Source: an optimization exercise on an open RTL-to-GDS flow (aim: small area, a short achievable clock period and few clock cycles per item). Production flows keep margins and buffers that such runs may drop.
Function was checked by simulation only, so behaviour that the tests miss may differ from the original.
No activity file was given, so power comes from the tool's default toggle rates.

==> xenon <==
## light_sensor_lift_drop_detector_top
module light_sensor_lift_drop_detector_top
(
    input  logic        clk,
    input  logic        rst_n,
    input  logic        cfg_we,
    input  logic [2:0]  cfg_index,
    input  logic [11:0] cfg_wdata,
    input  logic        s_axis_tvalid,
    output logic        s_axis_tready,
    input  logic [15:0] s_axis_tdata,
    output logic        m_axis_tvalid,
    input  logic        m_axis_tready,
    output logic [39:0] m_axis_tdata
);
==> flow/config.mk <==
export PLATFORM = sky130hd
export DESIGN_NAME = light_sensor_lift_drop_detector_top
export DESIGN_NICKNAME = light_sensor_lift_drop_detector_top
export VERILOG_FILES = /design/flow/design.v
export SDC_FILE = /design/flow/constraint.sdc
export NUM_CORES = 4
export LEC_CHECK = 0
export CAP_MARGIN = 20
export CELL_PAD_IN_SITES_DETAIL_PLACEMENT = 1
export CELL_PAD_IN_SITES_GLOBAL_PLACEMENT = 1
export CORE_MARGIN = 2
export CORE_UTILIZATION = 40
export CTS_CLUSTER_DIAMETER = 80
export CTS_CLUSTER_SIZE = 25
export SLEW_MARGIN = 20
==> flow/constraint.sdc <==
create_clock -name core_clock -period 10.0 [get_ports {clk}]
set_input_delay 2.0000 -clock core_clock [delete_from_list [all_inputs] [get_ports {clk}]]
set_output_delay 2.0000 -clock core_clock [all_outputs]
set_load 0.01 [all_outputs]
standard.sh (not shown) runs the stock make flow with config.mk's settings and CLKGATE_MAP_FILE= SYNTH_SCRIPT=/design/flow/synth_recipe.tcl, a recipe that flattens the netlist after the stock synthesis.
==> flow/flow/run.sh <==
#!/bin/bash
set -euo pipefail
bash standard.sh synth floorplan place > flow_part1_synth_floorplan_place.log 2>&1
export SETUP_SLACK_MARGIN=6.3
bash standard.sh MATCH_CELL_FOOTPRINT=0 cts route finish > flow_part2_cts_route_finish.log 2>&1
==> inputs of amber, as changes to xenon <==
--- a/flow/design.v
+++ b/flow/design.v
@@ -13,11 +13,11 @@
     output logic [39:0] m_axis_tdata
 );
     localparam int NSQ  = 64;
     localparam int NHS  = 7;           
     localparam int RW   = NHS * 8;     
-    localparam int ND   = 7;           
+    localparam int ND   = 4;           
     genvar gi;
     logic [9:0]         fs_q;
     logic signed [11:0] ll_q;
     logic signed [8:0]  ls_q;
     logic signed [12:0] dlm1_q;
@@ -55,37 +55,53 @@
         if (!rst_n)
             clr_q <= 3'd0;
         else if (clearing)
             clr_q <= clr_q + 3'd1;
     end
-    assign s_axis_tready = adv_q;
+    logic rdy_q;
+    assign s_axis_tready = rdy_q;
     logic        v0;
     logic [5:0]  sq0;
     logic [17:0] n0;
     logic        gt0;
     always_ff @(posedge clk or negedge rst_n)
     begin
         if (!rst_n)
             v0 <= 1'b0;
         else if (adv_q)
-            v0 <= s_axis_tvalid;
+            v0 <= s_axis_tvalid && rdy_q;
     end
     always_ff @(posedge clk)
     begin
         if (adv_q)
         begin
             sq0 <= s_axis_tdata[5:0];
             n0  <= {s_axis_tdata[15:6], 8'd0} - {8'd0, s_axis_tdata[15:6]};
             gt0 <= s_axis_tdata[15:6] > fs_q;
         end
     end
-    function automatic logic [17:0] dstep(input logic [17:0] x, input logic [9:0] d);
-        logic [10:0] win;
-        logic [11:0] dif;
-        win = x[17:7];
-        dif = {1'b0, win} - {2'b0, d};
-        dstep = dif[11] ? {win[9:0], x[6:0], 1'b0} : {dif[9:0], x[6:0], 1'b1};
+    logic [11:0] fs3_q;
+    always_ff @(posedge clk)
+        fs3_q <= {2'b0, fs_q} + {1'b0, fs_q, 1'b0};
+    function automatic logic [17:0] dstep(input logic [17:0] x, input logic [9:0] d,
+                                          input logic [11:0] d3);
+        logic [11:0] win;
+        logic [12:0] dif1;
+        logic [12:0] dif2;
+        logic [12:0] dif3;
+        win  = x[17:6];
+        dif1 = {1'b0, win} - {3'b0, d};
+        dif2 = {1'b0, win} - {2'b0, d, 1'b0};
+        dif3 = {1'b0, win} - {1'b0, d3};
+        if (!dif3[12])
+            dstep = {dif3[9:0], x[5:0], 2'd3};
+        else if (!dif2[12])
+            dstep = {dif2[9:0], x[5:0], 2'd2};
+        else if (!dif1[12])
+            dstep = {dif1[9:0], x[5:0], 2'd1};
+        else
+            dstep = {win[9:0], x[5:0], 2'd0};
     endfunction
     logic        dv  [0:ND];
     logic [5:0]  dsq [0:ND];
     logic        dgt [0:ND];
     logic [17:0] dx  [0:ND];
@@ -107,34 +123,48 @@
             begin
                 if (adv_q)
                 begin
                     dsq[gi] <= dsq[gi-1];
                     dgt[gi] <= dgt[gi-1];
-                    dx[gi]  <= dstep(dx[gi-1], fs_q);
+                    dx[gi]  <= dstep(dx[gi-1], fs_q, fs3_q);
                 end
             end
         end
     endgenerate
     logic [7:0]  lvlR;
-    logic [17:0] xR;
     logic        vR;
     logic [5:0]  sqR;
     assign vR   = dv[ND];
     assign sqR  = dsq[ND];
-    assign xR   = dstep(dx[ND], fs_q);
-    assign lvlR = fs_zero ? 8'hFF : (dgt[ND] ? 8'h00 : ~xR[7:0]);
+    assign lvlR = fs_zero ? 8'hFF : (dgt[ND] ? 8'h00 : ~dx[ND][7:0]);
+    logic [7:0] selhi_q;
+    logic [7:0] sello_q;
+    always_ff @(posedge clk)
+    begin
+        if (adv_q)
+        begin
+            for (int k = 0; k < 8; k++)
+            begin
+                selhi_q[k] <= (dsq[ND-1][5:3] == 3'(k));
+                sello_q[k] <= (dsq[ND-1][2:0] == 3'(k));
+            end
+        end
+    end
     logic [RW-1:0]  row [NSQ];
     logic [NSQ-1:0] selR;
     logic [RW-1:0]  rdR;
     logic [7:0]     push_data;
     assign push_data = clearing ? 8'h00 : lvlR;
     always_comb
     begin
+        rdR = '0;
         for (int s = 0; s < NSQ; s++)
-            selR[s] = (sqR == 6'(s));
+        begin
+            selR[s] = selhi_q[s / 8] && sello_q[s % 8];
+            rdR = rdR | ({RW{selR[s]}} & row[s]);
+        end
     end
-    assign rdR = row[sqR];
     generate
         for (gi = 0; gi < NSQ; gi++)
         begin : g_row
             always_ff @(posedge clk)
             begin
@@ -161,32 +191,38 @@
             sq1  <= sqR;
             lvl1 <= lvlR;
             h1   <= rdR;
         end
     end
-    logic [7:0]  m1 [8];
-    logic [11:0] p_c;
-    logic [11:0] n_c;
-    logic [10:0] ys_c;
+    logic [7:0]         m1 [8];
+    logic signed [13:0] a1_c;
+    logic signed [12:0] a2_c;
+    logic signed [10:0] a3_c;
+    logic [9:0]         ya_c;
+    logic [9:0]         yb_c;
     always_comb
     begin
         m1[0] = lvl1;
         for (int k = 1; k < 8; k++)
             m1[k] = h1[(k-1)*8 +: 8];
     end
-    assign p_c  = {1'b0, m1[7], 3'b0} - {4'b0, m1[7]} + {2'b0, m1[6], 2'b0} + {4'b0, m1[6]}
-                + {3'b0, m1[5], 1'b0} + {4'b0, m1[5]} + {4'b0, m1[4]};
-    assign n_c  = {1'b0, m1[0], 3'b0} - {4'b0, m1[0]} + {2'b0, m1[1], 2'b0} + {4'b0, m1[1]}
-                + {3'b0, m1[2], 1'b0} + {4'b0, m1[2]} + {4'b0, m1[3]};
-    assign ys_c = 11'(m1[0]) + 11'(m1[1]) + 11'(m1[2]) + 11'(m1[3])
-                + 11'(m1[4]) + 11'(m1[5]) + 11'(m1[6]) + 11'(m1[7]);
+    assign a1_c = $signed({2'b0, m1[7], 4'b0}) + $signed({4'b0, m1[7], 2'b0}) + $signed({6'b0, m1[7]})
+                - $signed({2'b0, m1[0], 4'b0}) - $signed({4'b0, m1[0], 2'b0}) - $signed({6'b0, m1[0]});
+    assign a2_c = $signed({1'b0, m1[6], 4'b0}) - $signed({5'b0, m1[6]})
+                - $signed({1'b0, m1[1], 4'b0}) + $signed({5'b0, m1[1]});
+    assign a3_c = $signed({2'b0, m1[5], 1'b0}) + $signed({3'b0, m1[5]}) + $signed({3'b0, m1[4]})
+                - $signed({2'b0, m1[2], 1'b0}) - $signed({3'b0, m1[2]}) - $signed({3'b0, m1[3]});
+    assign ya_c = 10'(m1[0]) + 10'(m1[1]) + 10'(m1[2]) + 10'(m1[3]);
+    assign yb_c = 10'(m1[4]) + 10'(m1[5]) + 10'(m1[6]) + 10'(m1[7]);
     logic        v2;
     logic [5:0]  sq2;
     logic [7:0]  lvl2;
-    logic [11:0] p2;
-    logic [11:0] nn2;
-    logic [10:0] ys2;
+    logic signed [13:0] a1_2;
+    logic signed [12:0] a2_2;
+    logic signed [10:0] a3_2;
+    logic [9:0]         ya2;
+    logic [9:0]         yb2;
     always_ff @(posedge clk or negedge rst_n)
     begin
         if (!rst_n)
             v2 <= 1'b0;
         else if (adv_q)
@@ -196,25 +232,55 @@
     begin
         if (adv_q)
         begin
             sq2  <= sq1;
             lvl2 <= lvl1;
-            p2   <= p_c;
-            nn2  <= n_c;
-            ys2  <= ys_c;
+            a1_2 <= a1_c;
+            a2_2 <= a2_c;
+            a3_2 <= a3_c;
+            ya2  <= ya_c;
+            yb2  <= yb_c;
         end
     end
-    logic [12:0] s2;
+    logic [14:0] s2;
     logic        neg2;
-    logic [11:0] xs2;
+    logic [13:0] xs2;
+    logic [10:0] ys2;
+    assign s2   = {a1_2[13], a1_2} + {{2{a2_2[12]}}, a2_2} + {{3{a3_2[10]}}, a3_2, 1'b0}
+                + {{4{a3_2[10]}}, a3_2};
+    assign ys2  = 11'(ya2) + 11'(yb2);
+    assign neg2 = s2[14];
+    assign xs2  = s2[13:0];
+    logic        v2b;
+    logic [5:0]  sq2b;
+    logic [7:0]  lvl2b;
+    logic        neg2b;
+    logic [13:0] xs2b;
+    logic [10:0] ys2b;
+    always_ff @(posedge clk or negedge rst_n)
+    begin
+        if (!rst_n)
+            v2b <= 1'b0;
+        else if (adv_q)
+            v2b <= v2;
+    end
+    always_ff @(posedge clk)
+    begin
+        if (adv_q)
+        begin
+            sq2b  <= sq2;
+            lvl2b <= lvl2;
+            neg2b <= neg2;
+            xs2b  <= xs2;
+            ys2b  <= ys2;
+        end
+    end
     logic [19:0] prod2;
     logic [5:0]  q2;
-    assign s2    = {1'b0, p2} - {1'b0, nn2};
-    assign neg2  = s2[12];
-    assign xs2   = s2[11:0] ^ {12{neg2}};
-    assign prod2 = {1'b0, xs2, 7'd0} + {2'b0, xs2, 6'd0} + {7'b0, xs2, 1'b0} + {8'b0, xs2}
-                 + (neg2 ? 20'd387 : 20'd192);
+    logic [13:0] x3_2;
+    assign x3_2  = xs2b ^ {14{neg2b}};
+    assign prod2 = {x3_2, 6'd0} + {6'b0, x3_2} + (neg2b ? 20'd257 : 20'd192);
     assign q2    = prod2[19:14];
     logic        v3;
     logic [5:0]  sq3;
     logic [7:0]  lvl3;
     logic        neg3;
@@ -223,21 +289,21 @@
     always_ff @(posedge clk or negedge rst_n)
     begin
         if (!rst_n)
             v3 <= 1'b0;
         else if (adv_q)
-            v3 <= v2;
+            v3 <= v2b;
     end
     always_ff @(posedge clk)
     begin
         if (adv_q)
         begin
-            sq3  <= sq2;
-            lvl3 <= lvl2;
-            neg3 <= neg2;
+            sq3  <= sq2b;
+            lvl3 <= lvl2b;
+            neg3 <= neg2b;
             q3   <= q2;
-            ys3  <= ys2;
+            ys3  <= ys2b;
         end
     end
     logic signed [6:0]  slope3;
     logic signed [12:0] t3;
     assign slope3 = neg3 ? -$signed({1'b0, q3}) : $signed({1'b0, q3});
@@ -283,29 +349,17 @@
     logic [7:0]         lvl5;
     logic signed [6:0]  slope5;
     logic signed [9:0]  icpt5;
     logic               lift_c5;
     logic               drop_c5;
-    always_ff @(posedge clk or negedge rst_n)
-    begin
-        if (!rst_n)
-            v5 <= 1'b0;
-        else if (adv_q)
-            v5 <= v4;
-    end
-    always_ff @(posedge clk)
-    begin
-        if (adv_q)
-        begin
-            sq5     <= sq4;
-            lvl5    <= lvl4;
-            slope5  <= slope4;
-            icpt5   <= icpt4;
-            lift_c5 <= lift_c4;
-            drop_c5 <= drop_c4;
-        end
-    end
+    assign v5      = v4;
+    assign sq5     = sq4;
+    assign lvl5    = lvl4;
+    assign slope5  = slope4;
+    assign icpt5   = icpt4;
+    assign lift_c5 = lift_c4;
+    assign drop_c5 = drop_c4;
     logic [1:0]     stat [NSQ];
     logic [NSQ-1:0] sel5;
     logic [1:0]     st_cur;
     logic [1:0]     st_mid;
     logic [1:0]     st_new;
@@ -362,16 +416,18 @@
         if (!rst_n)
         begin
             ov_q  <= 1'b0;
             kv_q  <= 1'b0;
             adv_q <= 1'b1;
+            rdy_q <= 1'b0;
         end
         else
         begin
             ov_q  <= ov_n;
             kv_q  <= kv_n;
             adv_q <= !(ov_n && kv_n);
+            rdy_q <= !(ov_n && kv_n) && (clr_q != 3'd0);
         end
     end
     always_ff @(posedge clk)
     begin
         if (pop || !ov_q)
==> inputs of willow, as changes to xenon <==
--- a/flow/design.v
+++ b/flow/design.v
@@ -161,32 +161,38 @@
             sq1  <= sqR;
             lvl1 <= lvlR;
             h1   <= rdR;
         end
     end
-    logic [7:0]  m1 [8];
-    logic [11:0] p_c;
-    logic [11:0] n_c;
-    logic [10:0] ys_c;
+    logic [7:0]         m1 [8];
+    logic signed [13:0] a1_c;
+    logic signed [12:0] a2_c;
+    logic signed [10:0] a3_c;
+    logic [9:0]         ya_c;
+    logic [9:0]         yb_c;
     always_comb
     begin
         m1[0] = lvl1;
         for (int k = 1; k < 8; k++)
             m1[k] = h1[(k-1)*8 +: 8];
     end
-    assign p_c  = {1'b0, m1[7], 3'b0} - {4'b0, m1[7]} + {2'b0, m1[6], 2'b0} + {4'b0, m1[6]}
-                + {3'b0, m1[5], 1'b0} + {4'b0, m1[5]} + {4'b0, m1[4]};
-    assign n_c  = {1'b0, m1[0], 3'b0} - {4'b0, m1[0]} + {2'b0, m1[1], 2'b0} + {4'b0, m1[1]}
-                + {3'b0, m1[2], 1'b0} + {4'b0, m1[2]} + {4'b0, m1[3]};
-    assign ys_c = 11'(m1[0]) + 11'(m1[1]) + 11'(m1[2]) + 11'(m1[3])
-                + 11'(m1[4]) + 11'(m1[5]) + 11'(m1[6]) + 11'(m1[7]);
+    assign a1_c = $signed({2'b0, m1[7], 4'b0}) + $signed({4'b0, m1[7], 2'b0}) + $signed({6'b0, m1[7]})
+                - $signed({2'b0, m1[0], 4'b0}) - $signed({4'b0, m1[0], 2'b0}) - $signed({6'b0, m1[0]});
+    assign a2_c = $signed({1'b0, m1[6], 4'b0}) - $signed({5'b0, m1[6]})
+                - $signed({1'b0, m1[1], 4'b0}) + $signed({5'b0, m1[1]});
+    assign a3_c = $signed({2'b0, m1[5], 1'b0}) + $signed({3'b0, m1[5]}) + $signed({3'b0, m1[4]})
+                - $signed({2'b0, m1[2], 1'b0}) - $signed({3'b0, m1[2]}) - $signed({3'b0, m1[3]});
+    assign ya_c = 10'(m1[0]) + 10'(m1[1]) + 10'(m1[2]) + 10'(m1[3]);
+    assign yb_c = 10'(m1[4]) + 10'(m1[5]) + 10'(m1[6]) + 10'(m1[7]);
     logic        v2;
     logic [5:0]  sq2;
     logic [7:0]  lvl2;
-    logic [11:0] p2;
-    logic [11:0] nn2;
-    logic [10:0] ys2;
+    logic signed [13:0] a1_2;
+    logic signed [12:0] a2_2;
+    logic signed [10:0] a3_2;
+    logic [9:0]         ya2;
+    logic [9:0]         yb2;
     always_ff @(posedge clk or negedge rst_n)
     begin
         if (!rst_n)
             v2 <= 1'b0;
         else if (adv_q)
@@ -196,25 +202,55 @@
     begin
         if (adv_q)
         begin
             sq2  <= sq1;
             lvl2 <= lvl1;
-            p2   <= p_c;
-            nn2  <= n_c;
-            ys2  <= ys_c;
+            a1_2 <= a1_c;
+            a2_2 <= a2_c;
+            a3_2 <= a3_c;
+            ya2  <= ya_c;
+            yb2  <= yb_c;
         end
     end
-    logic [12:0] s2;
+    logic [14:0] s2;
     logic        neg2;
-    logic [11:0] xs2;
+    logic [13:0] xs2;
+    logic [10:0] ys2;
+    assign s2   = {a1_2[13], a1_2} + {{2{a2_2[12]}}, a2_2} + {{3{a3_2[10]}}, a3_2, 1'b0}
+                + {{4{a3_2[10]}}, a3_2};
+    assign ys2  = 11'(ya2) + 11'(yb2);
+    assign neg2 = s2[14];
+    assign xs2  = s2[13:0];
+    logic        v2b;
+    logic [5:0]  sq2b;
+    logic [7:0]  lvl2b;
+    logic        neg2b;
+    logic [13:0] xs2b;
+    logic [10:0] ys2b;
+    always_ff @(posedge clk or negedge rst_n)
+    begin
+        if (!rst_n)
+            v2b <= 1'b0;
+        else if (adv_q)
+            v2b <= v2;
+    end
+    always_ff @(posedge clk)
+    begin
+        if (adv_q)
+        begin
+            sq2b  <= sq2;
+            lvl2b <= lvl2;
+            neg2b <= neg2;
+            xs2b  <= xs2;
+            ys2b  <= ys2;
+        end
+    end
     logic [19:0] prod2;
     logic [5:0]  q2;
-    assign s2    = {1'b0, p2} - {1'b0, nn2};
-    assign neg2  = s2[12];
-    assign xs2   = s2[11:0] ^ {12{neg2}};
-    assign prod2 = {1'b0, xs2, 7'd0} + {2'b0, xs2, 6'd0} + {7'b0, xs2, 1'b0} + {8'b0, xs2}
-                 + (neg2 ? 20'd387 : 20'd192);
+    logic [13:0] x3_2;
+    assign x3_2  = xs2b ^ {14{neg2b}};
+    assign prod2 = {x3_2, 6'd0} + {6'b0, x3_2} + (neg2b ? 20'd257 : 20'd192);
     assign q2    = prod2[19:14];
     logic        v3;
     logic [5:0]  sq3;
     logic [7:0]  lvl3;
     logic        neg3;
@@ -223,21 +259,21 @@
     always_ff @(posedge clk or negedge rst_n)
     begin
         if (!rst_n)
             v3 <= 1'b0;
         else if (adv_q)
-            v3 <= v2;
+            v3 <= v2b;
     end
     always_ff @(posedge clk)
     begin
         if (adv_q)
         begin
-            sq3  <= sq2;
-            lvl3 <= lvl2;
-            neg3 <= neg2;
+            sq3  <= sq2b;
+            lvl3 <= lvl2b;
+            neg3 <= neg2b;
             q3   <= q2;
-            ys3  <= ys2;
+            ys3  <= ys2b;
         end
     end
     logic signed [6:0]  slope3;
     logic signed [12:0] t3;
     assign slope3 = neg3 ? -$signed({1'b0, q3}) : $signed({1'b0, q3});
==> comparison <==
willow went through all stages and came out clean. xenon completed with no timing, DRC or antenna violations. amber completed without violations.
Design area, lowest first: amber, xenon, willow.
In clock power, amber and willow hardly differ.
Synthesized area, lowest first: xenon, amber, willow.
Global-route usage, lowest first: xenon, amber, willow.
Against amber, the register-to-register slack of xenon is worse by 1.4 ns.
In willow the cell count is larger than in xenon, by about 2%.
Against willow, the fmax of amber is larger by 1.8%.
The highest flip-flop and latch count belongs to willow, the lowest to amber.
The highest total power belongs to xenon, the lowest to amber.
Testbench counts of xenon, summed over its fixed seeds: cycles 4,208, items 4,096.
Testbench counts of amber, summed over its fixed seeds: cycles 4,200, items 4,096.
Testbench counts of willow, summed over its fixed seeds: cycles 4,216, items 4,096.

port drivers added, routing unchanged:
The results above use ideal ports. As a check the final layouts listed here were re-extracted and re-timed, cells and wires unchanged. Step 1 sets driving cells, clkbuf_16 on the clock port and buf_2 on the other inputs (assumed; they add their load-dependent delay and slew). Step 2 moves the port delays by t, midway between the first and last clock arrival at a register: inputs arrive t later, outputs are due t later. That takes back most of the time a late clock gives input paths. a / b / c = no drivers / after step 1 / after step 2; a / b = the first two.
run	t, ns	setup slack, ns	worst hold slack (ns)	latest minus earliest clock arrival (ns)	slew at the worst register clock pin (ns)
xenon	1.119	4.705 / 4.705 / 4.705	0.369 / 0.369 / 0.369	0.133 / 0.133	0.11 / 0.11
amber	1.123	6.107 / 6.107 / 5.452	0.414 / 0.414 / 0.414	0.083 / 0.083	0.11 / 0.11
willow	1.128	6.035 / 6.035 / 5.569	0.400 / 0.400 / 0.400	0.116 / 0.116	0.11 / 0.11
After both steps every run listed still meets setup and hold. The setup slack of amber, which loses most, moves by 0.000 ns with the drivers and by -0.655 ns with both steps.
